Source: an optimization exercise on an open RTL-to-GDS flow (aim: small area). Production flows keep margins and buffers that such runs may drop.
In this exercise RTL edits were held to simulation tests only and were not proved equivalent to the original.
The flow treats the clock pin as an ideal source, which a real chip does not have.
Power is estimated from default activity; no workload was simulated.

==> design.v <==
package board_pkg;
    localparam int BOARD_CELLS = 81;
    localparam int BOARD_BITS = 162;
    localparam int FRAME_BITS = 164;
    localparam int BIT_CYCLES = 8;
    localparam int DEBOUNCE_CYCLES = 16;
    typedef logic [1:0] cell_t;
    typedef logic [BOARD_BITS-1:0] board_t;
    typedef logic [6:0] cell_index_t;
    typedef logic [15:0] wb_data_t;
    typedef logic [7:0] wb_addr_t;
    localparam cell_t CELL_EMPTY = 2'd0;
    localparam cell_t CELL_X = 2'd1;
    localparam cell_t CELL_O = 2'd2;
    localparam wb_addr_t ADR_CLEAR = 8'hFE;
    localparam wb_addr_t ADR_STATUS = 8'hFF;
    typedef struct packed {
        logic     cyc;
        logic     stb;
        logic     we;
        wb_addr_t adr;
        wb_data_t dat_w;
    } wb_req_t;
    typedef struct packed {
        logic     ack;
        wb_data_t dat_r;
    } wb_rsp_t;
    typedef enum logic [2:0] {
        ST_IDLE,
        ST_CHECK,
        ST_PLACE,
        ST_LOAD,
        ST_CLEAR,
        ST_ACK
    } game_state_t;
endpackage
`timescale 1ns/1ps
module debounce (
    input  logic clock_in,
    input  logic reset_in,
    input  logic noisy,
    output logic rise
);
    logic sample;
    logic [$clog2(board_pkg::DEBOUNCE_CYCLES+1)-1:0] stable_cnt;
    logic clean;
    logic clean_prev;
    always_ff @(posedge clock_in) begin
        if (reset_in) begin
            sample <= 1'b0;
            stable_cnt <= '0;
            clean <= 1'b0;
            clean_prev <= 1'b0;
        end else begin
            clean_prev <= clean;
            if (noisy != sample) begin
                sample <= noisy;
                stable_cnt <= '0;
            end else if (stable_cnt == board_pkg::DEBOUNCE_CYCLES) begin
                clean <= sample;
            end else begin
                stable_cnt <= stable_cnt + 1'b1;
            end
        end
    end
    assign rise = clean && !clean_prev;
endmodule
`timescale 1ns/1ps
module aoi222 (
    input  logic a1, a2, b1, b2, c1, c2,
    output logic y
);
    assign y = !((a1 && a2) || (b1 && b2) || (c1 && c2));
endmodule
module aoi22 (
    input  logic a1, a2, b1, b2,
    output logic y
);
    assign y = !((a1 && a2) || (b1 && b2));
endmodule
module sel_onehot #(
    parameter int N = 8
) (
    input  logic [N-1:0] sel,
    input  logic [N-1:0] d,
    output logic         y
);
    localparam int NG = (N + 2) / 3;
    logic [NG-1:0] g;
    for (genvar i = 0; i < NG; i++) begin : grp
        if (3*i + 2 < N) begin : three
            aoi222 u (.a1(sel[3*i]), .a2(d[3*i]), .b1(sel[3*i+1]), .b2(d[3*i+1]),
                      .c1(sel[3*i+2]), .c2(d[3*i+2]), .y(g[i]));
        end else if (3*i + 1 < N) begin : two
            aoi22 u (.a1(sel[3*i]), .a2(d[3*i]), .b1(sel[3*i+1]), .b2(d[3*i+1]), .y(g[i]));
        end else begin : one
            assign g[i] = !(sel[3*i] && d[3*i]);
        end
    end
    assign y = !(&g);
endmodule
`timescale 1ns/1ps
module board_link_tx (
    input  logic              clock_in,
    input  logic              reset_in,
    input  logic              send,
    input  board_pkg::board_t board,
    output logic              line
);
    logic        active;
    logic        start;
    logic [2:0] cyc;
    logic [2:0] lo;
    logic [4:0] hi;
    localparam logic [104:0] HI_STATES = {
        5'd27, 5'd29, 5'd30, 5'd15, 5'd23, 5'd11, 5'd21, 5'd10, 5'd5, 5'd2,
        5'd17, 5'd8, 5'd4, 5'd18, 5'd25, 5'd28, 5'd14, 5'd7, 5'd3, 5'd1, 5'd0};
    logic        last;
    board_pkg::board_t tx_data;
    logic [board_pkg::FRAME_BITS-1:0] frame;
    assign start = send && !active;
    assign last = hi == HI_STATES[100 +: 5] && lo == 3'd3 && cyc == 3'(board_pkg::BIT_CYCLES - 1);
    always_ff @(posedge clock_in) begin
        if (start) begin
            cyc <= '0;
            lo <= '0;
            hi <= '0;
        end else if (active) begin
            cyc <= cyc + 3'd1;
            if (cyc == 3'(board_pkg::BIT_CYCLES - 1)) begin
                lo <= lo + 3'd1;
                if (lo == 3'd7) begin
                    hi <= {hi[3:0], !(hi[4] ^ hi[2])};
                end
            end
        end
    end
    always_ff @(posedge clock_in) begin
        if (reset_in) begin
            active <= 1'b0;
        end else if (start) begin
            active <= 1'b1;
        end else if (last) begin
            active <= 1'b0;
        end
    end
    always_ff @(posedge clock_in) begin
        if (start) begin
            tx_data <= board;
        end
    end
    assign frame = {1'b1, tx_data, 1'b0};
    logic [7:0]  bit_lo;
    logic [20:0] bit_hi;
    logic        bit_val;
    always_comb begin
        for (int k = 0; k < 8; k++) begin
            bit_lo[k] = lo == 3'(k);
        end
        for (int m = 0; m < 21; m++) begin
            bit_hi[m] = hi == HI_STATES[5*m +: 5];
        end
    end
    logic [7:0] lo_bit;
    for (genvar k = 0; k < 8; k++) begin : col
        localparam int NM = (k < 4) ? 21 : 20;
        logic [NM-1:0] d;
        for (genvar m = 0; m < NM; m++) begin : row
            assign d[m] = frame[8*m+k];
        end
        sel_onehot #(.N(NM)) u_sel (.sel(bit_hi[NM-1:0]), .d(d), .y(lo_bit[k]));
    end
    sel_onehot #(.N(8)) u_sel_lo (.sel(bit_lo), .d(lo_bit), .y(bit_val));
    assign line = !active || bit_val;
endmodule
`timescale 1ns/1ps
module board_link_rx (
    input  logic              clock_in,
    input  logic              reset_in,
    input  logic              line,
    output logic              rx_valid,
    output board_pkg::board_t rx_board
);
    logic sync1;
    logic sync2;
    logic line_prev;
    logic receiving;
    logic start_edge;
    logic mid;
    logic first;
    logic stop;
    logic [2:0] cyc;
    logic [7:0] idx;
    assign start_edge = !receiving && line_prev && !sync2;
    assign mid = receiving && cyc == 3'(board_pkg::BIT_CYCLES / 2 - 1);
    assign first = idx == 8'd0;
    assign stop = idx == 8'd221;
    always_ff @(posedge clock_in) begin
        if (start_edge) begin
            cyc <= '0;
            idx <= '0;
        end else if (receiving) begin
            cyc <= cyc + 3'd1;
            if (cyc == 3'(board_pkg::BIT_CYCLES - 1)) begin
                idx <= {idx[6:0], !(idx[7] ^ idx[5] ^ idx[4] ^ idx[3])};
            end
        end
    end
    always_ff @(posedge clock_in) begin
        if (reset_in) begin
            sync1 <= 1'b1;
            sync2 <= 1'b1;
            line_prev <= 1'b1;
            receiving <= 1'b0;
            rx_valid <= 1'b0;
        end else begin
            sync1 <= line;
            sync2 <= sync1;
            line_prev <= sync2;
            rx_valid <= 1'b0;
            if (start_edge) begin
                receiving <= 1'b1;
            end else if (mid) begin
                if (first && sync2) begin
                    receiving <= 1'b0;
                end
                if (stop) begin
                    receiving <= 1'b0;
                    rx_valid <= sync2;
                end
            end
        end
    end
    always_ff @(posedge clock_in) begin
        if (mid && !first && !stop) begin
            rx_board <= {sync2, rx_board[board_pkg::BOARD_BITS-1:1]};
        end
    end
endmodule
`timescale 1ns/1ps
module game_fsm (
    input  logic                 clock_in,
    input  logic                 reset_in,
    input  board_pkg::wb_req_t   wb_req,
    output board_pkg::wb_rsp_t   wb_rsp,
    input  logic                 follow,
    input  logic                 rx_valid,
    input  board_pkg::board_t    rx_board,
    output board_pkg::board_t    board
);
    board_pkg::game_state_t state;
    logic       player;
    logic [7:0] illegal_cnt;
    logic       rx_pend;
    logic                   bus_start;
    board_pkg::cell_t       req_cell;
    logic                   req_in_board;
    logic                   req_status;
    assign bus_start = wb_req.cyc && wb_req.stb;
    assign req_in_board = wb_req.adr < board_pkg::wb_addr_t'(board_pkg::BOARD_CELLS);
    assign req_status = !wb_req.we && wb_req.adr == board_pkg::ADR_STATUS;
    logic [7:0]  adr_lo;
    logic [10:0] adr_hi;
    always_comb begin
        for (int k = 0; k < 8; k++) begin
            adr_lo[k] = wb_req.adr[2:0] == 3'(k);
        end
        for (int m = 0; m < 11; m++) begin
            adr_hi[m] = wb_req.adr[6:3] == 4'(m);
        end
    end
    logic [7:0] lo_cell [2];
    for (genvar k = 0; k < 8; k++) begin : rd_col
        localparam int NM = (k == 0) ? 11 : 10;
        for (genvar b = 0; b < 2; b++) begin : rd_bit
            logic [NM-1:0] d;
            for (genvar m = 0; m < NM; m++) begin : rd_row
                assign d[m] = board[2*(8*m+k)+b];
            end
            sel_onehot #(.N(NM)) u_sel (.sel(adr_hi[NM-1:0]), .d(d), .y(lo_cell[b][k]));
        end
    end
    for (genvar b = 0; b < 2; b++) begin : rd_top
        sel_onehot #(.N(8)) u_sel (.sel(adr_lo), .d(lo_cell[b]), .y(req_cell[b]));
    end
    board_pkg::cell_t rd_cell;
    logic             rd_status;
    always_comb begin
        wb_rsp.ack = (state == board_pkg::ST_ACK);
        wb_rsp.dat_r = '0;
        wb_rsp.dat_r[1:0] = rd_cell;
        if (rd_status) begin
            wb_rsp.dat_r[15:8] = illegal_cnt;
            wb_rsp.dat_r[0] = player;
        end
    end
    always_ff @(posedge clock_in) begin
        if (state == board_pkg::ST_IDLE && bus_start) begin
            rd_cell <= '0;
            rd_status <= 1'b0;
        end else if (state == board_pkg::ST_CHECK && !wb_req.we) begin
            if (req_in_board) begin
                rd_cell <= req_cell;
            end
            rd_status <= req_status;
        end
    end
    logic       st_place;
    logic       st_load;
    logic       st_clear;
    logic       b_hold;
    logic       b_load;
    logic [1:0] mark;
    logic [1:0] put_hi [11];
    board_pkg::board_t board_next;
    assign st_place = state == board_pkg::ST_PLACE;
    assign st_load = state == board_pkg::ST_LOAD;
    assign st_clear = state == board_pkg::ST_CLEAR;
    assign b_hold = !reset_in && !st_load && !st_clear;
    assign b_load = !reset_in && st_load;
    assign mark = {player, !player} & {2{!reset_in && st_place}};
    always_comb begin
        for (int m = 0; m < 11; m++) begin
            put_hi[m] = mark & {2{adr_hi[m]}};
        end
        for (int j = 0; j < board_pkg::BOARD_CELLS; j++) begin
            for (int b = 0; b < 2; b++) begin
                board_next[2*j+b] = (rx_board[2*j+b] & b_load)
                                  | (board[2*j+b] & b_hold)
                                  | (adr_lo[j % 8] & put_hi[j / 8][b]);
            end
        end
    end
    always_ff @(posedge clock_in) begin
        board <= board_next;
    end
    always_ff @(posedge clock_in) begin
        if (reset_in) begin
            state <= board_pkg::ST_IDLE;
            player <= 1'b0;
            illegal_cnt <= '0;
            rx_pend <= 1'b0;
        end else begin
            case (state)
                board_pkg::ST_IDLE: begin
                    if (rx_pend) begin
                        if (follow) begin
                            state <= board_pkg::ST_LOAD;
                        end else begin
                            rx_pend <= 1'b0;
                        end
                    end else if (bus_start) begin
                        if (wb_req.we && wb_req.adr == board_pkg::ADR_CLEAR) begin
                            state <= board_pkg::ST_CLEAR;
                        end else begin
                            state <= board_pkg::ST_CHECK;
                        end
                    end
                end
                board_pkg::ST_CHECK: begin
                    if (wb_req.we && req_in_board && req_cell == board_pkg::CELL_EMPTY) begin
                        state <= board_pkg::ST_PLACE;
                    end else begin
                        if (wb_req.we && illegal_cnt != 8'hFF) begin
                            illegal_cnt <= illegal_cnt + 8'd1;
                        end
                        state <= board_pkg::ST_ACK;
                    end
                end
                board_pkg::ST_PLACE: begin
                    player <= !player;
                    state <= board_pkg::ST_ACK;
                end
                board_pkg::ST_LOAD: begin
                    rx_pend <= 1'b0;
                    state <= board_pkg::ST_IDLE;
                end
                board_pkg::ST_CLEAR: begin
                    player <= 1'b0;
                    state <= board_pkg::ST_ACK;
                end
                default: begin
                    state <= board_pkg::ST_IDLE;
                end
            endcase
            if (rx_valid) begin
                rx_pend <= 1'b1;
            end
        end
    end
endmodule
`timescale 1ns/1ps
module board_top (
    input  logic               clock_in,
    input  logic               reset_in,
    input  board_pkg::wb_req_t wb_req,
    output board_pkg::wb_rsp_t wb_rsp,
    input  logic               button,
    input  logic               follow,
    input  logic               link_rx,
    output logic               link_tx
);
    logic btn_rise;
    board_pkg::board_t board;
    logic              rx_valid;
    board_pkg::board_t rx_board;
    debounce btn_db (
        .clock_in (clock_in),
        .reset_in (reset_in),
        .noisy    (button),
        .rise     (btn_rise)
    );
    game_fsm game (
        .clock_in (clock_in),
        .reset_in (reset_in),
        .wb_req   (wb_req),
        .wb_rsp   (wb_rsp),
        .follow   (follow),
        .rx_valid (rx_valid),
        .rx_board (rx_board),
        .board    (board)
    );
    board_link_tx link_out (
        .clock_in (clock_in),
        .reset_in (reset_in),
        .send     (btn_rise),
        .board    (board),
        .line     (link_tx)
    );
    board_link_rx link_in (
        .clock_in (clock_in),
        .reset_in (reset_in),
        .line     (link_rx),
        .rx_valid (rx_valid),
        .rx_board (rx_board)
    );
endmodule
==> flow/run.sh <==
#!/bin/bash
# The standard layout, with two changes to how it is built:
# - the clock tree uses clkbuf_8 leaf buffers over clusters of up to 16
#   registers and no dummy loads;
# - the port buffers are the smallest buffer (every port still gets one).
set -e
export CTS_ARGS="-sink_clustering_enable -repair_clock_nets -buf_list sky130_fd_sc_hd__clkbuf_8 -sink_clustering_size 16 -sink_clustering_max_diameter 60 -dont_use_dummy_load"
export BUFFER_PORTS_ARGS="-buffer_cell sky130_fd_sc_hd__buf_1"
bash standard.sh > standard.log 2>&1
==> standard.sh <==
#!/bin/bash
# synth_recipe.tcl (not shown) runs the flow's synth.tcl, then flattens the netlist and writes it again
# the make line also repeats each setting of config.mk as NAME=value (left out here)
make -C /OpenROAD-flow-scripts/flow DESIGN_CONFIG=/design/flow/config.mk WORK_HOME=/design/flow/orfs CLKGATE_MAP_FILE= SYNTH_SCRIPT=/design/flow/synth_recipe.tcl "${@:-finish}"
==> config.mk <==
export PLATFORM = sky130hd
export DESIGN_NAME = board_top
export DESIGN_NICKNAME = board_top
export VERILOG_FILES = /design/flow/design.v
export SDC_FILE = /design/flow/constraint.sdc
export NUM_CORES = 4
export LEC_CHECK = 0
export CAP_MARGIN = 5
export CORE_MARGIN = 2
export CORE_UTILIZATION = 40
export CTS_BUF_LIST = sky130_fd_sc_hd__clkbuf_8
export CTS_CLUSTER_DIAMETER = 70
export CTS_CLUSTER_SIZE = 12
export SLEW_MARGIN = 5
export SYNTH_HIERARCHICAL = 1
export SYNTH_MINIMUM_KEEP_SIZE = 0
==> constraint.sdc <==
create_clock -name core_clock -period 6.0 [get_ports {clock_in}]
set_input_delay 1.2000 -clock core_clock [delete_from_list [all_inputs] [get_ports {clock_in}]]
set_output_delay 1.2000 -clock core_clock [all_outputs]
set_load 0.01 [all_outputs]
==> results of run 1 <==
kinds of logic after synthesis:
kind of cell | count (synthesis) | synth area share, %
multiplexers | 7 | 0.365
AO/OA/AOI/OAI | 488 | 17.9
other | 3 | 0.0566
XOR/XNOR | 15 | 0.660
AND/OR/NAND/NOR | 270 | 7.38
flip-flops | 538 | 70.4
buffers and inverters | 101 | 2.33
adder cells (fa/ha/maj) | 14 | 0.881
sequential cells by signal (all words and copies together), names as in the netlist, 2 cells and up:
name and count:
btn_db.stable_cnt 5, game.state 3, link_out.tx_data 162, game.rd_cell 2, game.illegal_cnt 8, link_in.idx 8, link_out.lo 3, link_out.hi 5
game.board 162, link_out.cyc 3, link_in.rx_board 162, link_in.cyc 3
worst max-delay path: cells and delay by family, from the launching register on:
kind	cells	cell delay, ps
compound gates	2	960
flops	1	620
simple gates	6	1260
buf+inv	2	280
placed cells by master (no fill, tap or decap), types with 4 or more instances in the layout:
| cell | instances |
|---|---|
| a222oi_1 | 106 |
| o21ai_0 | 137 |
| nand3_1 | 38 |
| clkbuf_8 | 42 |
| buf_1 | 27 |
| a21oi_1 | 23 |
| nor4_2 | 4 |
| nor2b_1 | 9 |
| nor2_1 | 47 |
| edfxtp_1 | 324 |
| a21o_1 | 4 |
| nand2b_1 | 11 |
| o21ai_1 | 27 |
| conb_1 | 8 |
| nand2_1 | 61 |
| inv_1 | 19 |
| diode_2 | 5 |
| xnor2_1 | 11 |
| and2_1 | 12 |
| dfxtp_1 | 214 |
| and4_1 | 10 |
| a22oi_1 | 152 |
| ha_1 | 14 |
| or2_2 | 4 |
| a221o_1 | 10 |
| xor2_1 | 4 |
| o31ai_1 | 4 |
| nand4_1 | 28 |
| nand3b_1 | 4 |
| nor3_1 | 6 |
| nor3_2 | 6 |
| a22oi_2 | 9 |
| buf_4 | 22 |
| mux2i_1 | 5 |
Yosys stat by module (local to each module, per instance), a selection:
module,cells inside,cell area [um^2]
aoi22,1,12.5
board_link_tx,274,5720
game_fsm,726,6820
debounce,35,348
aoi222,1,10.0
board_link_rx,237,5540
cell type report:
type	count	area, um^2
antenna	5	12.5
clock buffer	42	578
fill	4502	27700
inverter	22	85.1
multi-input combinational	802	5520
sequential	538	14000
tap	664	831
timing repair buffer	52	327
layer usage:
| metal | vias up | global-route usage (%) | wire length, um |
|---|---|---|---|
| met1 | 6716 | 30.4 | 23200 |
| met3 | 82 | 4.07 | 5760 |
| met5 | - | 0 | 0 |
| li1 | 5794 | - | - |
| met4 | 0 | 6.51 | 1460 |
| met2 | 666 | 33.5 | 25400 |
worst paths after layout:
kind	from	to	slack [ps]	depth (start not counted)
worst max-delay path	link_out.hi[2]	link_tx	1090	10
worst min-delay path	link_in.sync1	link_in.sync2	420	1
worst max register to register	game.board[1]	game.illegal_cnt[1]	2830	8
worst min register to register	link_in.sync1	link_in.sync2	420	1
power groups by stage:
stage               combinational (mW)  clock [mW]  sequential [mW]
floorplan                        0.210           0             4.00
global placement                 0.299           0             4.01
detailed placement               0.304           0             4.01
CTS                              0.304        1.80             3.93
global route                     0.332        1.93             3.94
finish                           0.310        1.75             3.93
per-stage QoR:
step                      instance area (um^2)  setup WS, ps  power [mW]  util [%]  hold WS, ps
after global placement                   20800          1240        4.31      42.3          391
after CTS                                21300          1150        6.04      43.5          423
after detailed placement                 20800          1150        4.32      42.3          399
after floorplan                          19900           640        4.21         -          389
after global routing                     21300          1030        6.20      43.5          427
final                                    21400          1090        5.99      43.5          422
==> results.yml, run 1 <==
yosys:
  netlist_instances: 1436
  yosysMostFrequentCell: "edfxtp_1"
  synth-edff-count: 324
  synth_warnings: 13
  async_flop_share_pct: 0
  syn_area_per_cell_um2: 13.9
  ys_seq_area_share_pct: 70.4
  ys_top_cells_by_count: "324 x edfxtp_1, 214 x dfxtp_1, 152 x a22oi_1"
  synth_cell_types: 65
  yosysTopAreaCellShare_pct: 48.9
  synth_flop_cell: "edfxtp_1"
  netlist_area_um2: 19900
  synth_largest_area_cell: "edfxtp_1"
  synthTopCellsByArea: "edfxtp_1 49%, dfxtp_1 22%, a22oi_1 5.7%"
  synth_seq_cells: 538
sta:
  setup_tns_ps: 0
  relSlewSlack_pct: 22.1
  setup_violations: 0
  grt_setup_unrepaired: "false"
  drv_slew: 0
  fin_crit_sh_pct: 81.9
  final-hold-violation-count: 0
  period_minus_slack_ps: 4910
  fmax_mhz: 204
  tightestPinTransition_ps: 1160
  skew_ps: 55.5
final_layout:
  area_growth_pct: 7.39
  finalNetCount: 1504
  final_cells: 2125
  drive_gt1_share_pct: 7.83
floorplan:
  dieHeight_um: 227
  die_area_um2: 51500
  start_util_pct: 40.6
  ios: 50
  die_width_um: 227
  rows: 81
  core_area_um2: 49100
routing:
  drtIter0Drc: 2523
  wl_per_cell_um: 26.3
  ant_nets: 0
  vias: 13258
  routed_wl_um: 55900
  viasPerCell: 6.24
  first_pass_iters: 9
  drc_errors: 0
clocking:
  cts_setup_buffers: 0
  root_buffer: "clkbuf_8"
  cts_tree: "done"
  ctsHoldBuffers: 0
  htree_levels: 2
  cts_buffers: 42
  clock-sinks: 538
  ctsResizeCount: 0
  cts_buffer_depth: 3
  clk_pin_slew_worst_paths_ps: 90
  worstSkewPairLatency_ps: 630
setup_path:
  path_cells: "inv_2, nand3_1, nor2_1, a222oi_1, and4_1, nand4_1, a222oi_1, nand3_1, nand2b_1, buf_1"
  critPathArrivalTime_ps: 3710
  cp.required_ps: 4800
  cp-start-kind: "register"
  endpoint_kind: "output port"
  slowest_delay_ps: 620
  critical_path_class: "register to output port"
  worstPathMaxFanout: 11
  slowest_stage: "dfxtp_1"
power_and_ir_drop:
  pwr-share-comb_pct: 5.2
  ir_drop_uv: 127
  switchingPower_mw: 1.36
  power.leakage_nw: 6.04
  intPower_mw: 4.63
  powerDensity_nw_per_um2: 280
  pwr-share-clk_pct: 29.2
  p_sw_share_pct: 22.7
  pwr-share-seq_pct: 65.6
global_routing:
  grt_first_pass_wirelength_um: 81400
  antenna_found_initial: 3
  grt_pass1_vias: 12395
  grt_overflow: 0
  grt_max_degree: 163
  grt_usage_pct: 21.5
placed_design:
  placedCellCount: 2078
  io_buffers: 27
  dpl.hpwl_um: 36500
  place_congestion: 0.893
hold_path:
  hp-class: "register to register"
job:
  cap_violations: 0
run_status:
  status: "no timing/DRC/antenna violations"
==> run 2, diff against run 1 <==
--- a/design.v
+++ b/design.v
@@ -42,7 +42,8 @@
     output logic rise
 );
     logic sample;
-    logic [$clog2(board_pkg::DEBOUNCE_CYCLES+1)-1:0] stable_cnt;
+    logic [4:0] stable_cnt;
+    localparam logic [4:0] STABLE_DONE = 5'd23;
     logic clean;
     logic clean_prev;
     always_ff @(posedge clock_in) begin
@@ -56,10 +57,10 @@
             if (noisy != sample) begin
                 sample <= noisy;
                 stable_cnt <= '0;
-            end else if (stable_cnt == board_pkg::DEBOUNCE_CYCLES) begin
+            end else if (stable_cnt == STABLE_DONE) begin
                 clean <= sample;
             end else begin
-                stable_cnt <= stable_cnt + 1'b1;
+                stable_cnt <= {stable_cnt[3:0], !(stable_cnt[4] ^ stable_cnt[2])};
             end
         end
     end
@@ -72,12 +73,6 @@
 );
     assign y = !((a1 && a2) || (b1 && b2) || (c1 && c2));
 endmodule
-module aoi22 (
-    input  logic a1, a2, b1, b2,
-    output logic y
-);
-    assign y = !((a1 && a2) || (b1 && b2));
-endmodule
 module sel_onehot #(
     parameter int N = 8
 ) (
@@ -92,7 +87,7 @@
             aoi222 u (.a1(sel[3*i]), .a2(d[3*i]), .b1(sel[3*i+1]), .b2(d[3*i+1]),
                       .c1(sel[3*i+2]), .c2(d[3*i+2]), .y(g[i]));
         end else if (3*i + 1 < N) begin : two
-            aoi22 u (.a1(sel[3*i]), .a2(d[3*i]), .b1(sel[3*i+1]), .b2(d[3*i+1]), .y(g[i]));
+            assign g[i] = !((sel[3*i] && d[3*i]) || (sel[3*i+1] && d[3*i+1]));
         end else begin : one
             assign g[i] = !(sel[3*i] && d[3*i]);
         end
--- a/config.mk
+++ b/config.mk
@@ -8,9 +8,6 @@
 export CAP_MARGIN = 5
 export CORE_MARGIN = 2
 export CORE_UTILIZATION = 40
-export CTS_BUF_LIST = sky130_fd_sc_hd__clkbuf_8
-export CTS_CLUSTER_DIAMETER = 70
-export CTS_CLUSTER_SIZE = 12
 export SLEW_MARGIN = 5
 export SYNTH_HIERARCHICAL = 1
 export SYNTH_MINIMUM_KEEP_SIZE = 0
==> results.yml, run 2 <==
power_and_ir_drop:
  pwr-share-clk_pct: 29.6
  power.leakage_nw: 6.03
  pwr-share-seq_pct: 65.5
  p_sw_share_pct: 22.7
  switchingPower_mw: 1.36
  powerDensity_nw_per_um2: 282
  ir_drop_uv: 148
  intPower_mw: 4.64
  pwr-share-comb_pct: 4.9
clocking:
  htree_levels: 2
  cts_buffers: 43
  clock-sinks: 538
  worstSkewPairLatency_ps: 650
  ctsHoldBuffers: 0
  clk_pin_slew_worst_paths_ps: 90
  ctsResizeCount: 0
  cts_setup_buffers: 0
  root_buffer: "clkbuf_8"
  cts_buffer_depth: 3
  cts_tree: "done"
final_layout:
  multi_input_area_um2: 5430
  n_fill_cell: 4470
  drive_gt1_share_pct: 7.65
  reg.largest.list: "game.board (162), link_in.rx_board (162), link_out.tx_data (162)"
  final_cell_mix: "324 x edfxtp_1, 214 x dfxtp_1, 157 x a22oi_1"
  area_growth_pct: 7.42
  finalNetCount: 1497
  final_common_cell: "edfxtp_1"
  seqCellArea_um2: 14000
  antennaDiodeCount: 0
  stdcell_area_um2: 21300
run_status:
  status: "no timing/DRC/antenna violations"
sta:
  tightestPinTransition_ps: 1180
  drv_slew: 0
  period_minus_slack_ps: 5010
  relSlewSlack_pct: 20.9
  grt_setup_unrepaired: "false"
  setup_tns_ps: 0
  fmax_mhz: 200
  fin_crit_sh_pct: 83.4
  final-hold-violation-count: 0
  setup_violations: 0
  skew_ps: 75.6
yosys:
  netlist_instances: 1428
  synthTopCellsByArea: "edfxtp_1 49%, dfxtp_1 22%, a22oi_1 6.0%"
  ys_top_cells_by_count: "324 x edfxtp_1, 214 x dfxtp_1, 157 x a22oi_1"
  netlist_area_um2: 19800
  ys_seq_area_share_pct: 70.8
  synth_cell_types: 67
  synth_warnings: 13
  async_flop_share_pct: 0
  yosysTopAreaCellShare_pct: 49.1
  synth_largest_area_cell: "edfxtp_1"
  syn_area_per_cell_um2: 13.9
  yosysMostFrequentCell: "edfxtp_1"
  synth_flop_cell: "edfxtp_1"
  synth-edff-count: 324
  synth_seq_cells: 538
setup_path:
  cp.required_ps: 4800
  critical_path_class: "register to output port"
  worstPathMaxFanout: 8
  cp-start-kind: "register"
  endpoint_kind: "output port"
  critPathArrivalTime_ps: 3810
routing:
  first_pass_iters: 7
  vias: 13190
  viasPerCell: 6.24
  drc_errors: 0
  drtIter0Drc: 2118
  ant_nets: 0
  routed_wl_um: 55500
  wl_per_cell_um: 26.3
global_routing:
  grt_overflow: 0
  grt_pass1_vias: 12222
  grt_usage_pct: 21.5
  antenna_found_initial: 4
  grt_first_pass_wirelength_um: 80500
  grt_max_degree: 163
floorplan:
  die_area_um2: 51300
  die_width_um: 226
  start_util_pct: 40.5
  ios: 50
  dieHeight_um: 226
  rows: 81
  core_area_um2: 48800
placed_design:
  io_buffers: 27
  place_congestion: 0.945
  placed_cell_area_um2: 20700
  dpl.hpwl_um: 35600
hold_path:
  hp-class: "register to register"
job:
  cap_violations: 0
-- run 2: cell type report --
class,count,share of cell area (%)
repair buffers,53,1.52
inverters,20,0.365
multi-input cells,797,25.5
flip-flops and latches,538,65.9
well taps,664,3.91
clock buffers,43,2.78
-- run 2: critical path: stages, from the launching register on --
cell	delay, ps
dfxtp_1	440
or2_1	340
nor2_1	290
a222oi_1	840
and4_1	390
nand4_1	130
a222oi_1	240
nand3_1	130
nand2b_1	210
buf_1	180
-- run 2: worst paths after layout --
kind                                     start                  end  slack (ps)  cells after the start
worst max-delay path            link_out.hi[4]              link_tx         990                      9
worst min-delay path             link_in.sync1        link_in.sync2         410                      1
worst max register to register  game.board[90]  game.illegal_cnt[0]        2720                      8
worst min register to register   link_in.sync1        link_in.sync2         410                      1
-- run 2: per-stage QoR --
step | cells | utilization (%) | power [mW] | hold WS [ps] | setup WS [ps]
after global placement | 2072 | 42.3 | 4.30 | 391 | 1240
after floorplan | 1433 | - | 4.20 | 389 | 640
after CTS | 2115 | 43.5 | 6.04 | 419 | 1000
final | 2115 | 43.5 | 6.00 | 413 | 995
after detailed placement | 2072 | 42.3 | 4.30 | 399 | 1180
after global routing | 2115 | 43.5 | 6.19 | 430 | 742
-- run 2: logic make-up (layout without fill, tap and decap cells) --
| group | count (synthesis) | after routing | share of synthesized area, % |
|---|---|---|---|
| other | 3 | 8 | 0.0569 |
| adder cells (fa/ha/maj) | 12 | 12 | 0.758 |
| XOR/XNOR | 12 | 12 | 0.531 |
| flip-flops | 538 | 538 | 70.8 |
| AND/OR/NAND/NOR | 268 | 268 | 7.32 |
| AO/OA/AOI/OAI | 491 | 491 | 18.0 |
| multiplexers | 6 | 6 | 0.316 |
| buffers and inverters | 98 | 116 | 2.27 |
-- run 2: Yosys stat by module (local to each module, per instance), a selection --
module / times used / flops+latches / cell area [um^2] / cells inside
aoi222: 106 / 0 / 10.0 / 1
board_link_rx: 1 / 178 / 5540 / 237
board_link_tx: 1 / 174 / 5720 / 274
debounce: 1 / 8 / 279 / 27
game_fsm: 1 / 178 / 6820 / 726
-- run 2: layer usage --
metal  part of all wire [%]  track usage, %
met3                     11            5.66
met1                     42            30.3
met5                  0.067               0
met2                     44            31.5
met4                    3.6            8.57
-- run 2: power by group through the flow --
stage | Clock [mW] | Combinational [mW] | Sequential, mW
floorplan | 0 | 0.201 | 4.00
global placement | 0 | 0.286 | 4.01
detailed placement | 0 | 0.292 | 4.01
CTS | 1.82 | 0.293 | 3.93
global route | 1.94 | 0.319 | 3.93
finish | 1.78 | 0.296 | 3.93
==> run 3, diff against run 2 <==
--- a/design.v
+++ b/design.v
@@ -26,12 +26,12 @@
         wb_data_t dat_r;
     } wb_rsp_t;
     typedef enum logic [2:0] {
-        ST_IDLE,
-        ST_CHECK,
-        ST_PLACE,
-        ST_LOAD,
-        ST_CLEAR,
-        ST_ACK
+        ST_IDLE = 3'd0,
+        ST_CHECK = 3'd1,
+        ST_PLACE = 3'd2,
+        ST_LOAD = 3'd4,
+        ST_CLEAR = 3'd5,
+        ST_ACK = 3'd6
     } game_state_t;
 endpackage
 `timescale 1ns/1ps
==> results.yml, run 3 <==
yosys:
  ys_seq_area_share_pct: 71.2
  synth_flop_cell: "edfxtp_1"
  synth_largest_area_cell: "edfxtp_1"
  synth-edff-count: 324
  synthTopCellsByArea: "edfxtp_1 49%, dfxtp_1 22%, a22oi_1 6.4%"
  netlist_instances: 1414
  yosysTopAreaCellShare_pct: 49.4
  netlist_area_um2: 19700
  synth_seq_cells: 538
  syn_area_per_cell_um2: 13.9
  ys_top_cells_by_count: "324 x edfxtp_1, 214 x dfxtp_1, 168 x o21ai_0"
  synth_cell_types: 64
  yosysMostFrequentCell: "edfxtp_1"
  synth_warnings: 13
  async_flop_share_pct: 0
setup_path:
  rr_startpoint: "game.board[1]"
  r2r-end: "game.illegal_cnt[7]"
  critPathArrivalTime_ps: 3820
  cp.required_ps: 4800
  cp-start-kind: "register"
  r2r_cells: 8
  worstPathMaxFanout: 8
  rrSetupSlack_ps: 2890
  critical_path_class: "register to output port"
  endpoint_kind: "output port"
power_and_ir_drop:
  powerDensity_nw_per_um2: 291
  ir_drop_uv: 188
  power.leakage_nw: 6.08
sta:
  setup_violations: 0
  fin_crit_sh_pct: 83.6
  period_minus_slack_ps: 5020
  fmax_mhz: 199
  relSlewSlack_pct: 16.2
  grt_setup_unrepaired: "false"
  drv_slew: 0
  setup_tns_ps: 0
  tightestPinTransition_ps: 1250
  final-hold-violation-count: 0
  skew_ps: 63.8
floorplan:
  rows: 81
  start_util_pct: 40.4
  core_area_um2: 48700
  die_width_um: 226
  ios: 50
  dieHeight_um: 226
  die_area_um2: 51000
final_layout:
  final_common_cell: "edfxtp_1"
  final_cell_mix: "324 x edfxtp_1, 214 x dfxtp_1, 168 x o21ai_0"
  finalNetCount: 1482
  reg.largest.list: "game.board (162), link_in.rx_board (162), link_out.tx_data (162)"
  antennaDiodeCount: 0
  final_core_util_pct: 43.4
  area_growth_pct: 7.38
  drive_gt1_share_pct: 7.17
run_status:
  status: "no timing/DRC/antenna violations"
job:
  cap_violations: 0
clocking:
  cts_tree: "done"
  cts_buffer_depth: 3
  ctsResizeCount: 0
  worstSkewPairLatency_ps: 640
  clk_pin_slew_worst_paths_ps: 100
  cts_setup_buffers: 0
  root_buffer: "clkbuf_8"
  ctsHoldBuffers: 0
  cts_buffers: 42
  htree_levels: 2
  clock-sinks: 538
routing:
  wl_per_cell_um: 26.0
  routed_wl_um: 54500
  drc_errors: 0
  first_pass_iters: 10
  vias: 13037
  ant_nets: 0
  drtIter0Drc: 2330
  viasPerCell: 6.21
hold_path:
  worstHoldPathCells: 1
  hp-class: "register to register"
  min_to: "link_in.sync2"
  worst_hold_startpoint: "link_in.sync1"
global_routing:
  grt_first_pass_wirelength_um: 79800
  grt_overflow: 0
  antenna_found_initial: 0
  grt_pass1_vias: 12142
  grt_usage_pct: 21.3
  grt_max_degree: 163
placed_design:
  io_buffers: 27
  dpl.hpwl_um: 35600
  place_congestion: 0.953
-- run 3: critical path, cell delays in order, from the launching register on --
cell and delay [ps]:
dfxtp_1 430, or2_1 320, nor2_1 270, a222oi_1 800, and4_1 380, nand4_1 130, a222oi_1 360, nand3_1 150
nand2b_1 210, buf_1 180
-- run 3: how the worst max path moves through the flow --
stage | startpoint | endpoint | slack (ps) | cells past startpoint
floorplan | link_in.cyc[0] | link_in.rx_board[0] | 640 | 4
global placement | wb_req[22] | game.illegal_cnt[5] | 1330 | 11
detailed placement | wb_req[19] | game.illegal_cnt[4] | 1280 | 12
CTS | link_out.hi[1] | link_tx | 1130 | 10
global route | link_out.hi[4] | link_tx | 840 | 9
finish | link_out.hi[4] | link_tx | 980 | 9
-- run 3: logic make-up (layout without fill, tap and decap cells) --
group                    count (synthesis)  after routing  share of synthesized area (%)
AND/OR/NAND/NOR                        259            259                           7.07
multiplexers                             6              6                          0.318
AO/OA/AOI/OAI                          489            489                           17.8
adder cells (fa/ha/maj)                 12             12                          0.763
other                                    3              8                         0.0572
flip-flops                             538            538                           71.2
XOR/XNOR                                14             14                          0.623
buffers and inverters                   93            110                           2.16
-- run 3: modules after synthesis, one instance, submodules excluded, a selection --
module / area (um^2) / flip-flops and latches / times used
debounce: 279 / 8 / 1
game_fsm: 6710 / 178 / 1
aoi222: 10.0 / 0 / 106
board_link_tx: 5720 / 174 / 1
board_link_rx: 5540 / 178 / 1
-- run 3: per-layer routing --
layer	up-vias	share of wire, %	GRT usage (%)
met5	-	0	0
met4	0	3.7	8.27
met3	103	8.6	3.99
met2	656	44	31.9
met1	6550	43	30.6
li1	5728	-	-
-- run 3: stage by stage --
stage,hold slack [ps],setup WS (ps),area (um^2),total power [mW],cells
global placement,394,1330,20600,4.47,2058
finish,416,984,21100,6.15,2100
detailed placement,392,1280,20600,4.49,2058
global route,441,842,21100,6.36,2100
floorplan,389,640,19700,4.34,1419
CTS,416,1130,21100,6.19,2100
-- run 3: area by class of cell --
cell class / instances / area (um^2)
Fill cell: 4427 / 27600
Sequential cell: 538 / 14000
Multi-Input combinational cell: 788 / 5340
Tap cell: 664 / 831
Clock buffer: 42 / 578
Timing Repair Buffer: 49 / 305
Inverter: 19 / 73.8
-- run 3: report_power, final --
group / total [mW] / switching, mW / internal (mW) / leakage [nW]
clock: 1.74 / 1.11 / 0.630 / 0.302
sequential: 4.07 / 0.0990 / 3.97 / 4.30
combinational: 0.345 / 0.218 / 0.127 / 1.47
total: 6.15 / 1.43 / 4.72 / 6.08
==> run 4, diff against run 3 <==
==> flow/run.sh (replaced) <==
#!/bin/bash
# The standard layout, with these changes to how it is built:
# - after floorplan, combinational cells are sized down to their smallest
#   drive (placement repair then fixes any slew or capacitance limit);
# - the clock tree uses clkbuf_8 leaf buffers over clusters of up to 16
#   registers and no dummy loads;
# - the port buffers are the smallest buffer (every port still gets one).
set -e
export POST_FLOORPLAN_TCL="$PWD/flow/downsize.tcl"
export CTS_ARGS="-sink_clustering_enable -repair_clock_nets -buf_list sky130_fd_sc_hd__clkbuf_8 -sink_clustering_size 16 -sink_clustering_max_diameter 60 -dont_use_dummy_load"
export BUFFER_PORTS_ARGS="-buffer_cell sky130_fd_sc_hd__buf_1"
bash standard.sh > standard.log 2>&1
==> flow/downsize.tcl (new file) <==
# Size combinational cells down to their smallest drive; placement repair
# then fixes any slew or capacitance limit this breaks
set n 0
foreach inst [get_cells *] {
  set m [get_property $inst ref_name]
  if {![regexp {^(sky130_fd_sc_hd__[a-z0-9]+)_([0-9]+)$} $m -> base sz]} { continue }
  if {[regexp {df|dl|buf|clk|tap|fill|decap|conb|diode|ha_|fa_|sdf|edf} $base]} { continue }
  foreach s {0 1} {
    if {$s >= $sz} { break }
    set lc [get_lib_cells -quiet */${base}_$s]
    if {[llength $lc] > 0} {
      replace_cell $inst $lc
      incr n
      break
    }
  }
}
puts "downsized $n cells"
==> results.yml, run 4 <==
final_layout:
  finalNetCount: 1489
  reg.largest.list: "game.board (162), link_in.rx_board (162), link_out.tx_data (162)"
  area_growth_pct: 7.26
  final_cells: 2108
  final_core_util_pct: 43.3
  drive_gt1_share_pct: 5.89
  final_cell_mix: "324 x edfxtp_1, 214 x dfxtp_1, 171 x o21ai_0, 171 x a22oi_1, 106 x a222oi_1"
  final_common_cell: "edfxtp_1"
clocking:
  htree_levels: 2
  clock-sinks: 538
  cts_buffer_depth: 3
  ctsResizeCount: 0
  cts_buffers: 43
  ctsHoldBuffers: 0
  clk_pin_slew_worst_paths_ps: 100
  cts_tree: "done"
  root_buffer: "clkbuf_8"
  cts_setup_buffers: 0
  worstSkewPairLatency_ps: 630
yosys:
  synth-edff-count: 324
  netlist_area_um2: 19700
  ys_top_cells_by_count: "324 x edfxtp_1, 214 x dfxtp_1, 168 x o21ai_0"
  ys_seq_area_share_pct: 71.2
  yosysMostFrequentCell: "edfxtp_1"
  syn_area_per_cell_um2: 13.9
  async_flop_share_pct: 0
  synth_largest_area_cell: "edfxtp_1"
  synth_flop_cell: "edfxtp_1"
  synth_cell_types: 64
  netlist_instances: 1414
  synth_warnings: 13
  synth_seq_cells: 538
  yosysTopAreaCellShare_pct: 49.4
  synthTopCellsByArea: "edfxtp_1 49%, dfxtp_1 22%, a22oi_1 6.4%"
global_routing:
  grt_usage_pct: 21.3
  grt_max_degree: 163
  grt_overflow: 0
  grt_first_pass_wirelength_um: 79700
  antenna_found_initial: 1
  grt_pass1_vias: 12080
floorplan:
  core_area_um2: 48700
  dieHeight_um: 226
  start_util_pct: 40.4
  die_width_um: 226
  die_area_um2: 51000
  ios: 50
  rows: 81
run_status:
  status: "no timing/DRC/antenna violations"
setup_path:
  path_cells: "or2_0, nor2_1, a222oi_1, and4_1, nand4_1, a222oi_1, nand3_1, nand2b_1, buf_1"
  endpoint_kind: "output port"
  slowest_delay_ps: 570
  cp-start-kind: "register"
  critPathArrivalTime_ps: 3700
  cpMostUsedCell: "a222oi_1"
  rrSetupSlack_ps: 3130
  slowest_stage: "a222oi_1"
  cp.required_ps: 4800
  critical_path_class: "register to output port"
  worstPathMaxFanout: 8
placed_design:
  dpl.hpwl_um: 35500
  place_congestion: 0.899
  placedCellCount: 2064
  io_buffers: 27
routing:
  routed-wl-met3_um: 5110
  topRoutingLayerUsed: "met4"
  wl_per_cell_um: 25.9
  wl_met2_um: 23700
  drc_errors: 0
  met1_length_um: 23900
  first_pass_iters: 7
  ant_nets: 0
  drtIter0Drc: 2080
  viasPerCell: 6.18
  vias: 13028
  routed_wl_um: 54500
sta:
  grt_setup_unrepaired: "false"
  fmax_mhz: 204
  relSlewSlack_pct: 27.4
  fin_crit_sh_pct: 81.7
  final-hold-violation-count: 0
  skew_ps: 57.0
  tightestPinTransition_ps: 1080
  setup_violations: 0
  period_minus_slack_ps: 4900
  setup_tns_ps: 0
  drv_slew: 0
hold_path:
  hp-class: "register to register"
power_and_ir_drop:
  powerDensity_nw_per_um2: 292
  power.leakage_nw: 6.08
  fin_total_pwr_mw: 6.17
  ir_drop_uv: 141
job:
  cap_violations: 0
[run 4: cell count changes in the layout (fill, tap and decap cells not counted), moves of 3 or more]
cell,previous run,this run
or2_2,3,0
o21ai_1,3,0
o21ai_0,168,171
nor2_1,40,43
a22oi_2,4,0
nor2_2,3,0
and2_0,0,15
or2_0,0,4
a22oi_1,167,171
and2_1,15,0
buf_4,19,25
[run 4: metal layers]
metal,up-vias,GRT usage [%]
li1,5743,-
met1,6546,31.3
met2,653,30.6
met3,86,4.29
met4,0,8.65
met5,-,0
[run 4: modules after synthesis, one instance, submodules excluded, excerpt]
module | copies in the design | flops+latches | area, um^2
game_fsm | 1 | 178 | 6710
board_link_tx | 1 | 174 | 5720
board_link_rx | 1 | 178 | 5540
debounce | 1 | 8 | 279
aoi222 | 106 | 0 | 10.0
[run 4: cell type report]
class | count | area (um^2)
multi-input combinational | 788 | 5260
clock buffer | 43 | 592
fill | 4474 | 27600
inverter | 19 | 71.3
sequential | 538 | 14000
timing repair buffer | 55 | 350
antenna | 1 | 2.50
tap | 664 | 831
[run 4: power breakdown]
part	total (mW)	leakage, nW	internal, mW	switching [mW]
Sequential	4.07	4.30	3.97	0.0996
Clock	1.77	0.309	0.644	1.12
Combinational	0.341	1.47	0.124	0.217
[run 4: path summary, 6_finish.rpt]
| kind | start | end | cells after the start |
|---|---|---|---|
| setup / recovery | link_out.hi[4] | link_tx | 9 |
| hold / removal | link_in.rx_board[117] | link_in.rx_board[116] | 0 |
| setup reg to reg | game.board[7] | game.illegal_cnt[1] | 9 |
| hold reg to reg | link_in.rx_board[117] | link_in.rx_board[116] | 0 |
[run 4: metrics by stage]
step                      setup slack, ps  cell area (um^2)  hold slack [ps]
after floorplan                       640             19700              389
after global placement               1450             20500              396
after detailed placement             1400             20500              403
after CTS                            1070             21100              396
after global routing                  861             21100              404
final                                1100             21100              387
[run 4: cell families after synthesis]
| family | count (synthesis) | synth area share [%] |
|---|---|---|
| DFF | 538 | 71.2 |
| AOI/OAI and AO/OA | 489 | 17.8 |
| and+or+nand+nor | 259 | 7.07 |
| buffers and inverters | 93 | 2.16 |
| xor gates and xnor gates | 14 | 0.623 |
| adders and majority gates | 12 | 0.763 |
| muxes | 6 | 0.318 |
| other | 3 | 0.0572 |
[run 4: critical path: cells and delay by family, from the launching register on]
kind                   cells  cell delay [ps]
flip-flops                 1              440
AND/OR/NAND/NOR            6             1580
buffers and inverters      1              170
AO/OA/AOI/OAI              2              890
==> run 5, diff against run 4 <==
--- a/config.mk
+++ b/config.mk
@@ -8,6 +8,7 @@
 export CAP_MARGIN = 5
 export CORE_MARGIN = 2
 export CORE_UTILIZATION = 40
+export PLACE_DENSITY = 0.8
 export SLEW_MARGIN = 5
 export SYNTH_HIERARCHICAL = 1
 export SYNTH_MINIMUM_KEEP_SIZE = 0
==> results.yml, run 5 <==
run_status:
  status: "no timing/DRC/antenna violations"
yosys:
  synth-edff-count: 324
  yosysMostFrequentCell: "edfxtp_1"
  ys_seq_area_share_pct: 71.2
  async_flop_share_pct: 0
  synth_cell_types: 64
  synth_warnings: 13
  synth_seq_cells: 538
  yosysTopAreaCellShare_pct: 49.4
  syn_area_per_cell_um2: 13.9
  netlist_instances: 1414
  ys_top_cells_by_count: "324 x edfxtp_1, 214 x dfxtp_1, 168 x o21ai_0"
  netlist_area_um2: 19700
  synth_flop_cell: "edfxtp_1"
  synthTopCellsByArea: "edfxtp_1 49%, dfxtp_1 22%, a22oi_1 6.4%"
  synth_largest_area_cell: "edfxtp_1"
sta:
  relSlewSlack_pct: 14.2
  fin_crit_sh_pct: 82.4
  setup_tns_ps: 0
  grt_setup_unrepaired: "false"
  fmax_mhz: 202
  whs_ps: 421
  setup_violations: 0
  period_minus_slack_ps: 4950
  tightestPinTransition_ps: 1280
  final-hold-violation-count: 0
  skew_ps: 77.9
  drv_slew: 0
final_layout:
  drive_gt1_share_pct: 5.23
  area_growth_pct: 6.94
  final_common_cell: "edfxtp_1"
  reg.largest.list: "game.board (162), link_in.rx_board (162), link_out.tx_data (162)"
  multi_input_area_um2: 5270
  antennaDiodeCount: 0
  final_cell_mix: "324 x edfxtp_1, 214 x dfxtp_1, 171 x o21ai_0, 171 x a22oi_1, 106 x a222oi_1"
  finalNetCount: 1481
  n_fill_cell: 4291
  seqCellArea_um2: 14000
floorplan:
  ios: 50
  start_util_pct: 40.4
  core_area_um2: 48700
  dieHeight_um: 226
  die_width_um: 226
  die_area_um2: 51000
  rows: 81
hold_path:
  hp-class: "register to register"
  worst_hold_startpoint: "link_in.rx_board[25]"
  worstHoldPathCells: 0
  min_to: "link_in.rx_board[24]"
power_and_ir_drop:
  pwr-share-clk_pct: 27.8
  ir_drop_uv: 231
  pwr-share-comb_pct: 5.6
  power.leakage_nw: 6.03
  intPower_mw: 4.70
  powerDensity_nw_per_um2: 290
  pwr-share-seq_pct: 66.6
  switchingPower_mw: 1.39
  p_sw_share_pct: 22.9
clocking:
  cts_buffer_depth: 3
  cts_buffers: 41
  cts_setup_buffers: 0
  ctsHoldBuffers: 0
  root_buffer: "clkbuf_8"
  ctsResizeCount: 0
  worstSkewPairLatency_ps: 600
  htree_levels: 2
  clk_pin_slew_worst_paths_ps: 100
  cts_tree: "done"
  clock-sinks: 538
global_routing:
  grt_overflow: 0
  grt_pass1_vias: 12455
  grt_busiest_layer: "met2"
  grt_util_met3_pct: 3.60
  grtUsageMet2_pct: 30.6
  antenna_found_initial: 1
  grt_max_degree: 163
  grt_usage_pct: 19.6
  grt_first_pass_wirelength_um: 75800
  grt_util_met1_pct: 26.9
setup_path:
  critPathTopFamily: "simple AND/OR/NAND/NOR gates"
  slowest_stage: "a222oi_1"
  critPathArrivalTime_ps: 3750
  cp.required_ps: 4800
  r2r-end: "game.illegal_cnt[6]"
  rrSetupSlack_ps: 2620
  cp-start-kind: "register"
  slowest_delay_ps: 680
  rr_startpoint: "game.board[59]"
  critical_path.startpoint: "link_out.hi[4]"
  cpMostUsedCell: "a222oi_1"
  critical_path_class: "register to output port"
  cp_num_buf_inv: 1
  r2r_cells: 8
  worstPathMaxFanout: 8
  endpoint_kind: "output port"
  path_cells: "or2_0, nor2_1, a222oi_1, and4_1, nand4_1, a222oi_1, nand3_1, nand2b_1, buf_1"
routing:
  drtIter0Drc: 2556
  routed_wl_um: 50900
  first_pass_iters: 13
  drc_errors: 0
  viasPerCell: 6.32
  vias: 13271
  wl_per_cell_um: 24.2
  ant_nets: 0
placed_design:
  dpl.hpwl_um: 32900
  place_congestion: 0.980
  io_buffers: 27
job:
  cap_violations: 0
## run 5: changes by cell type in the layout (fill, tap and decap cells not counted), sizes merged
cell	previous run	this run
buf	54	49
diode	1	0
clkbuf	44	41
## run 5: area by class of cell
type	count	area share [%]
flip-flops and latches	538	66.6
well taps	664	3.95
multi-input cells	788	25.0
clock buffers	41	2.68
inverters	19	0.339
repair buffers	49	1.44
## run 5: per-stage QoR
stage | instances | util [%] | instance area, um^2 | power (mW) | setup slack, ps
after floorplan | 1419 | - | 19700 | 4.34 | 640
after global placement | 2058 | 42.0 | 20500 | 4.45 | 1210
after detailed placement | 2058 | 42.0 | 20500 | 4.47 | 1060
after CTS | 2099 | 43.2 | 21100 | 6.10 | 1100
after global routing | 2099 | 43.2 | 21100 | 6.28 | 901
final | 2099 | 43.2 | 21100 | 6.10 | 1050
## run 5: modules after synthesis, one instance, submodules excluded, a selection
module | cell area [um^2] | flip-flops and latches
board_link_tx | 5720 | 174
board_link_rx | 5540 | 178
debounce | 279 | 8
aoi222 | 10.0 | 0
game_fsm | 6710 | 178
## run 5: worst max path at each step
stage                                      to  slack, ps  depth (start not counted)
final                                 link_tx       1050                          9
after global routing                  link_tx        900                          9
after CTS                             link_tx       1100                          9
after detailed placement  game.illegal_cnt[6]       1060                         12
after global placement    game.illegal_cnt[6]       1210                         11
after floorplan           link_in.rx_board[0]        640                          4
## run 5: logic make-up after synthesis
kind of cell | after synthesis | synth area share, %
buf+inv | 93 | 2.16
xor+xnor | 14 | 0.623
compound gates | 489 | 17.8
fa+ha+maj | 12 | 0.763
other cells | 3 | 0.0572
simple gates | 259 | 7.07
flops | 538 | 71.2
mux | 6 | 0.318
## run 5: routing by layer
layer	vias up	wire length (um)
li1	5718	-
met1	6538	19300
met2	878	23200
met3	135	6090
met4	2	2280
met5	-	11
## run 5: power by group through the flow
| stage | logic (mW) | registers, mW | clock network (mW) |
|---|---|---|---|
| finish | 0.343 | 4.06 | 1.70 |
| global route | 0.372 | 4.07 | 1.84 |
| floorplan | 0.245 | 4.09 | 0 |
| global placement | 0.315 | 4.13 | 0 |
| detailed placement | 0.334 | 4.14 | 0 |
| CTS | 0.335 | 4.06 | 1.71 |
==> run 6, diff against run 5 <==
--- a/design.v
+++ b/design.v
@@ -26,12 +26,12 @@
         wb_data_t dat_r;
     } wb_rsp_t;
     typedef enum logic [2:0] {
-        ST_IDLE = 3'd0,
-        ST_CHECK = 3'd1,
-        ST_PLACE = 3'd2,
-        ST_LOAD = 3'd4,
-        ST_CLEAR = 3'd5,
-        ST_ACK = 3'd6
+        ST_IDLE,
+        ST_CHECK,
+        ST_PLACE,
+        ST_LOAD,
+        ST_CLEAR,
+        ST_ACK
     } game_state_t;
 endpackage
 `timescale 1ns/1ps
@@ -42,8 +42,7 @@
     output logic rise
 );
     logic sample;
-    logic [4:0] stable_cnt;
-    localparam logic [4:0] STABLE_DONE = 5'd23;
+    logic [$clog2(board_pkg::DEBOUNCE_CYCLES+1)-1:0] stable_cnt;
     logic clean;
     logic clean_prev;
     always_ff @(posedge clock_in) begin
@@ -57,10 +56,10 @@
             if (noisy != sample) begin
                 sample <= noisy;
                 stable_cnt <= '0;
-            end else if (stable_cnt == STABLE_DONE) begin
+            end else if (stable_cnt == board_pkg::DEBOUNCE_CYCLES) begin
                 clean <= sample;
             end else begin
-                stable_cnt <= {stable_cnt[3:0], !(stable_cnt[4] ^ stable_cnt[2])};
+                stable_cnt <= stable_cnt + 1'b1;
             end
         end
     end
==> flow/run.sh (replaced) <==
#!/bin/bash
# The standard layout, with these changes to how it is built:
# - the clock tree uses clkbuf_8 leaf buffers over clusters of up to 16
#   registers and no dummy loads;
# - the port buffers are the smallest buffer (every port still gets one);
# - after the clock tree, cells off the critical paths are sized down.
set -e
export CTS_ARGS="-sink_clustering_enable -repair_clock_nets -buf_list sky130_fd_sc_hd__clkbuf_8 -sink_clustering_size 16 -sink_clustering_max_diameter 60 -dont_use_dummy_load"
export BUFFER_PORTS_ARGS="-buffer_cell sky130_fd_sc_hd__buf_1"
export POST_CTS_TCL="$PWD/flow/post_cts.tcl"
bash standard.sh > standard.log 2>&1
==> flow/post_cts.tcl (new file) <==
# Setup slack is large here: size down cells off the critical paths
repair_timing -recover_power 100
--- a/config.mk
+++ b/config.mk
@@ -7,8 +7,8 @@
 export LEC_CHECK = 0
 export CAP_MARGIN = 5
 export CORE_MARGIN = 2
-export CORE_UTILIZATION = 40
-export PLACE_DENSITY = 0.8
+export CORE_UTILIZATION = 60
+export PLACE_DENSITY = 0.7
 export SLEW_MARGIN = 5
 export SYNTH_HIERARCHICAL = 1
 export SYNTH_MINIMUM_KEEP_SIZE = 0
removed: flow/downsize.tcl
==> results.yml, run 6 <==
setup_path:
  cp.required_ps: 4800
  r2r-end: "game.illegal_cnt[1]"
  rrSetupSlack_ps: 2520
  critical_path_class: "register to output port"
  critPathArrivalTime_ps: 3650
  critical_path.startpoint: "link_out.hi[4]"
  rr_startpoint: "game.board[1]"
  worstPathMaxFanout: 8
  cp-start-kind: "register"
  r2r_cells: 8
  endpoint_kind: "output port"
floorplan:
  rows: 66
  ios: 50
  start_util_pct: 61.1
  dieHeight_um: 186
  core_area_um2: 32500
  die_width_um: 186
  die_area_um2: 34600
sta:
  period_minus_slack_ps: 4850
  setup_violations: 0
  relSlewSlack_pct: 19.4
  drv_slew: 0
  final-hold-violation-count: 0
  skew_ps: 76.1
  fmax_mhz: 206
  grt_setup_unrepaired: "false"
  tightestPinTransition_ps: 1210
  fin_crit_sh_pct: 80.8
  setup_tns_ps: 0
yosys:
  yosysTopAreaCellShare_pct: 49.0
  synth-edff-count: 324
  netlist_instances: 1436
  synth_cell_types: 65
  synthTopCellsByArea: "edfxtp_1 49%, dfxtp_1 22%, a22oi_1 5.9%"
  synth_seq_cells: 538
  synth_flop_cell: "edfxtp_1"
  synth_largest_area_cell: "edfxtp_1"
  async_flop_share_pct: 0
  synth_warnings: 13
  ys_top_cells_by_count: "324 x edfxtp_1, 214 x dfxtp_1, 157 x a22oi_1"
  ys_seq_area_share_pct: 70.5
  netlist_area_um2: 19900
  syn_area_per_cell_um2: 13.8
  yosysMostFrequentCell: "edfxtp_1"
final_layout:
  drive_gt1_share_pct: 7.33
  finalNetCount: 1507
  final_common_cell: "edfxtp_1"
  final_cell_mix: "324 x edfxtp_1, 214 x dfxtp_1, 162 x o21ai_0"
  area_growth_pct: 6.21
  reg.largest.list: "game.board (162), link_in.rx_board (162), link_out.tx_data (162)"
routing:
  ant_nets: 0
  first_pass_iters: 9
  drtIter0Drc: 2354
  routed_wl_um: 54300
  viasPerCell: 7.02
  drc_errors: 0
  vias: 13357
  wl_per_cell_um: 28.5
global_routing:
  grt_pass1_vias: 12090
  grt_usage_pct: 31.4
  grt_max_degree: 163
  grt_overflow: 0
  grt_first_pass_wirelength_um: 78600
  antenna_found_initial: 0
placed_design:
  dpl.hpwl_um: 35300
  io_buffers: 27
  place_congestion: 0.960
hold_path:
  worst_hold_startpoint: "link_in.sync1"
  hp-class: "register to register"
  worstHoldPathCells: 1
  min_to: "link_in.sync2"
power_and_ir_drop:
  ir_drop_uv: 193
  fin_total_pwr_mw: 5.94
  power.leakage_nw: 6.07
  powerDensity_nw_per_um2: 281
clocking:
  clock-sinks: 538
  clk_pin_slew_worst_paths_ps: 100
  worstSkewPairLatency_ps: 600
  cts_tree: "done"
run_status:
  status: "no timing/DRC/antenna violations"
job:
  cap_violations: 0
==> run 6: power breakdown <==
group / switching (mW) / internal, mW / leakage [nW] / total, mW
logic: 0.209 / 0.103 / 1.55 / 0.311
clock network: 1.08 / 0.616 / 0.295 / 1.70
registers: 0.0337 / 3.90 / 4.22 / 3.93
==> run 6: how the worst max path moves through the flow <==
stage                                     end  slack, ps  depth (start not counted)
after floorplan           link_in.rx_board[0]        640                          4
after global placement    game.illegal_cnt[1]       1270                         12
after detailed placement  game.illegal_cnt[1]       1230                         12
after global routing      game.illegal_cnt[1]        850                         12
final                                 link_tx       1150                          9
==> run 6: layout make-up <==
| class | count | area [um^2] |
|---|---|---|
| diodes | 2 | 5.00 |
| clock buffers | 41 | 564 |
| fillers | 2468 | 11400 |
| inverters | 22 | 85.1 |
| multi-input cells | 802 | 5470 |
| flip-flops and latches | 538 | 14000 |
| well taps | 442 | 553 |
| repair buffers | 56 | 405 |
==> run 6: layer usage <==
metal	global-route usage (%)	part of all wire [%]	vias up
li1	-	-	5809
met1	46.9	41	6678
met2	47.6	45	777
met3	5.46	11	93
met4	9.04	2.9	0
met5	0	0	-
==> run 6: per-module statistics from Yosys (local to each module, per instance), excerpt <==
module         area [um^2]  flip-flops and latches  copies in the design
board_link_rx         5540                     178                     1
debounce               348                       8                     1
game_fsm              6820                     178                     1
board_link_tx         5720                     174                     1
aoi222                10.0                       0                   106
==> run 6: cells by family (layout without fill, tap and decap cells) <==
logic type,after synthesis,in the layout,synth area share [%]
compound gates,488,488,17.8
xor+xnor,15,15,0.661
fa+ha+maj,14,14,0.882
buf+inv,101,119,2.34
flops,538,538,70.5
mux,7,7,0.365
other cells,3,10,0.0567
simple gates,270,270,7.39
==> run 6: worst max-delay path, cell delays in order, from the launching register on <==
cell	delay, ps
dfxtp_1	450
or2_1	310
nor2_1	290
a222oi_1	630
and4_1	390
nand4_1	200
a222oi_1	350
nand3_1	140
nand2b_1	170
buf_1	180
==> run 6: per-stage QoR <==
stage	cells	cell area (um^2)	hold slack (ps)	util (%)	setup WS, ps
2_1_floorplan	1441	19900	389	-	640
5_1_grt	1901	21100	444	64.8	853
6_report	1903	21100	418	64.9	1150
3_3_place_gp	1857	20500	392	63.0	1270
3_5_place_dp	1857	20500	395	63.0	1230

-- static timing again, ports no longer ideal --
The flow's constraints put no driver on any port. The routed layouts listed below were extracted and timed again, unchanged, in two steps.
Step 1: set_driving_cell puts a clkbuf_16 on clock_in and a buf_2 on each other input, an assumption about the parent block.
Step 2, shift: input delay + t, output delay - t, t = (earliest + latest rising clock arrival at the registers) / 2. This alone moves slack from input paths to output paths.
Slacks: no drivers / after step 1 / after step 2; pairs: no drivers / after step 1.
run | shift t [ns] | slack for setup (ns) | slew at the worst register clock pin (ns)
run 1 | 0.657 | 1.086 / 1.032 / 0.990 | 0.10 / 0.10
run 2 | 0.669 | 0.995 / 0.943 / 0.848 | 0.11 / 0.11
run 3 | 0.657 | 0.984 / 0.932 / 1.069 | 0.10 / 0.10
run 4 | 0.657 | 1.097 / 1.048 / 1.338 | 0.10 / 0.10
run 5 | 0.607 | 1.055 / 1.005 / 0.817 | 0.11 / 0.11
run 6 | 0.609 | 1.150 / 1.101 / 0.518 | 0.10 / 0.10
After both steps every run listed still meets setup and hold. The setup slack of run 6, which loses most, moves by -0.049 ns with the drivers and by -0.632 ns with both steps.
